Context: an optimization exercise on an open-source flow, tuned for small area and a short achievable clock period. The choices shown serve that exercise and are no tape-out recipe.
RTL that was checked went through simulation tests only; none was proved equivalent to the original.
Power and IR drop assume default switching activity.

==> wip/umber <==
## alu_top
module alu_top (
    input  logic                      clk,
    input  logic                      reset,
    input  logic                      ce,
    input  logic                      execute,
    input  logic [4:0]                operation,
    input  logic [16-1:0]    ta,
    input  logic [16-1:0]    tb,
    input  logic                      wide,
    input  logic [5:0]                flags_in,
    output logic [32-1:0]    result,
    output logic [5:0]                flags,
    output logic                      done
);
==> flow/config.mk <==
export PLATFORM = sky130hd
export DESIGN_NAME = alu_top
export DESIGN_NICKNAME = alu_top
export VERILOG_FILES = /design/flow/design.v
export SDC_FILE = /design/flow/constraint.sdc
export NUM_CORES = 4
export LEC_CHECK = 0
export ABC_AREA = 1
export CAP_MARGIN = 20
export CORE_MARGIN = 2
export CORE_UTILIZATION = 40
export SETUP_SLACK_MARGIN = 1.6
export SLEW_MARGIN = 20
==> flow/constraint.sdc <==
create_clock -name core_clock -period 11.0 [get_ports {clk}]
set_input_delay 2.2000 -clock core_clock [delete_from_list [all_inputs] [get_ports {clk}]]
set_output_delay 2.2000 -clock core_clock [all_outputs]
set_load 0.01 [all_outputs]
standard.sh (not shown) runs the stock make flow with config.mk's settings and CLKGATE_MAP_FILE= SYNTH_SCRIPT=/design/flow/synth_recipe.tcl, a recipe that flattens the netlist after the stock synthesis.
==> flow/flow/run.sh <==
#!/bin/bash
# The standard layout (standard.sh) with two changes:
# - synthesis runs Yosys's synth with -noabc (SYNTH_ARGS), so the full adders
#   are extracted from the design's own gates rather than from ABC's first
#   mapping, which leaves them in mixed polarity with inverters in between;
#   the registers, their names and cells are those of the standard synthesis
# - buffer_ports makes the port buffers from buf_2 cells instead of the slow
#   delay-buffer cell it picks by itself
# The make output goes to make_finish.log here; ORFS keeps each step's log
# under orfs/logs/.
set -euo pipefail
bash standard.sh "SYNTH_ARGS=-noabc" \
    "BUFFER_PORTS_ARGS=-buffer_cell sky130_fd_sc_hd__buf_2" finish > make_finish.log 2>&1
==> wip/cedar (differences from wip/umber) <==
--- a/flow/config.mk
+++ b/flow/config.mk
@@ -6,8 +6,7 @@
 export NUM_CORES = 4
 export LEC_CHECK = 0
-export ABC_AREA = 1
 export CAP_MARGIN = 20
 export CORE_MARGIN = 2
 export CORE_UTILIZATION = 40
-export SETUP_SLACK_MARGIN = 1.6
+export SETUP_SLACK_MARGIN = 1.0
 export SLEW_MARGIN = 20
==> run summary <==
status=timing/DRC/antenna clean; commonest non-fill, non-tap cell in the layout=buf_4; most frequent cells in the layout=230 x buf_4, 169 x nor2_1, 153 x xnor2_1, 151 x a22oi_1, 144 x nand2_1; Worst Setup EP=flags[2]; Placer Congestion=between 1 and 1.5; Cells after DPL=around 2500; HP Start=result[5]; inverters=55; filler cell count=3472; row count=68; M3 GR Usage=8.00%; Synth Area in Adders=between 20% and 30%; simple-gate share of the synthesized area=approximately a fifth; Fmax=0.102 GHz; worst r2r path cells=5
[end of results for wip/cedar]
==> run summary <==
Placer Congestion=about 1.1; inverters=209; Fmax=0.109 GHz; M3 GR Usage=4.01%; post-synthesis mux area share=0%; Synth Area in Adders=26.3%; simple-gate share of the synthesized area=24.2%; commonest non-fill, non-tap cell in the layout=nand2_1; filler cell count=approximately 3300; clk pwr=0.170 mW; status=timing/DRC/antenna clean; Cells after DPL=2356; row count=65; HP Start=result[24]; worst r2r path cells=4; most frequent cells in the layout=374 x nand2_1, 172 x inv_1, 154 x xor2_1, 139 x o22ai_1, 128 x nor2_1; top cell type's share of synthesized area=20.1%
[end of results for wip/umber]

* * *

==> inputs of v35 <==
alu_top, a different RTL version from the one above (not shown whole).
Settings: LEC_CHECK=0, CAP_MARGIN=20, CORE_MARGIN=2, CORE_UTILIZATION=40, SLEW_MARGIN=20; clock period 11.0 ns.
run.sh (not shown) runs the stock make flow with config.mk's settings and CLKGATE_MAP_FILE= SYNTH_SCRIPT=/design/flow/synth_recipe.tcl, a recipe that flattens the netlist after the stock synthesis.
Stock flow here: none of the scripts above is used.
==> v13: changes against v35 <==
==> flow/flow/run.sh (new file) <==
#!/bin/bash
# The standard layout (standard.sh) with two changes:
# - synthesis runs Yosys's synth with -noabc (SYNTH_ARGS), so the full adders
#   are extracted from the design's own gates rather than from ABC's first
#   mapping, which leaves them in mixed polarity with inverters in between;
#   the registers, their names and cells are those of the standard synthesis
# - buffer_ports makes the port buffers from buf_2 cells instead of the slow
#   delay-buffer cell it picks by itself
# The make output goes to make_finish.log here; ORFS keeps each step's log
# under orfs/logs/.
set -euo pipefail
bash standard.sh "SYNTH_ARGS=-noabc" \
    "BUFFER_PORTS_ARGS=-buffer_cell sky130_fd_sc_hd__buf_2" finish > make_finish.log 2>&1
==> flow/standard.sh (new file) <==
#!/bin/bash
# synth_recipe.tcl (not shown) runs the flow's synth.tcl, then flattens the netlist and writes it again
# the make line also repeats each setting of config.mk as NAME=value (left out here)
make -C /OpenROAD-flow-scripts/flow DESIGN_CONFIG=/design/flow/config.mk WORK_HOME=/design/flow/orfs CLKGATE_MAP_FILE= SYNTH_SCRIPT=/design/flow/synth_recipe.tcl "${@:-finish}"
Settings changed: ABC_AREA from default to 1.
removed: flow/run.sh
==> v18: changes against v35 <==
Settings changed: CAP_MARGIN 20 to 10, CORE_UTILIZATION 40 to 55, PLACE_DENSITY from default to 0.8, SLEW_MARGIN 20 to 10.
==> qor summary <==
metric                                                                     v35                      v13                      v18
Die extent in y                                                         202 um                   201 um                   172 um
Top fanout value on the critical path                                       27                        8                       22
Net Sw Frac                                                              0.499                    0.541                    0.516
Result of the run                                      complete, no violations  complete, no violations  complete, no violations
Multi-input logic portion of the cell area                               0.718                    0.744                    0.739
Wire length per cell after detailed routing                            25.4 um                  21.3 um                  25.4 um
Total of clock buffers placed in the layout                                  6                        6                        5
Met3 usage                                                              0.0397                   0.0371                   0.0927
Number of fillers in the final layout                                     4055                     4250                     2460
Routability congestion estimate from global placement                     1.04                     1.03                     1.07
Amount of wire on met2 after detailed routing                         32800 um                 29900 um                 29500 um
Worst R2R Path Depth                                                         5                        4                        5
Combinational share of power                                             0.738                    0.730                    0.748
Min Hold Slack                                                        0.463 ns                 0.461 ns                 0.460 ns
No run of this note included a check of the RTL's function; only the layout flow was run.

what the ideal ports hide:
How much do the figures lean on ideal ports? The routed layouts below were timed once more, with nothing changed but the port constraints.
Step 1 (the two cells are an assumption about what drives the block):
set clk [get_ports {clk}]
set_driving_cell -lib_cell sky130_fd_sc_hd__clkbuf_16 $clk
set_driving_cell -lib_cell sky130_fd_sc_hd__buf_2 [delete_from_list [all_inputs] $clk]
Step 2 adds t to the input delays and takes it off the output delays; t is the mean of the earliest and latest rising clock arrival at the registers after step 1. Input paths then give back, and output paths get back, about the clock's delay inside the block.
Three values: ideal ports, drivers, drivers and shift; two values: the first two.
run	t (ns)	slack for setup (ns)	latest minus earliest clock arrival (ns)	worst data-port slew with drivers (ns)
wip/umber	0.316	1.867 / 1.875 / 1.560	0.006 / 0.005	0.03
wip/cedar	0.311	1.155 / 1.156 / 0.845	0.007 / 0.007	0.11
v35	0.315	0.328 / 0.334 / 0.019	0.006 / 0.006	0.05
v13	0.316	0.572 / 0.591 / 0.275	0.006 / 0.006	0.04
v18	0.316	0.304 / 0.310 / -0.005	0.009 / 0.009	0.05
With both steps, setup timing fails in v18, where it was met with ideal ports. The setup slack of wip/cedar, which loses most, moves by +0.001 ns with the drivers and by -0.310 ns with both steps.
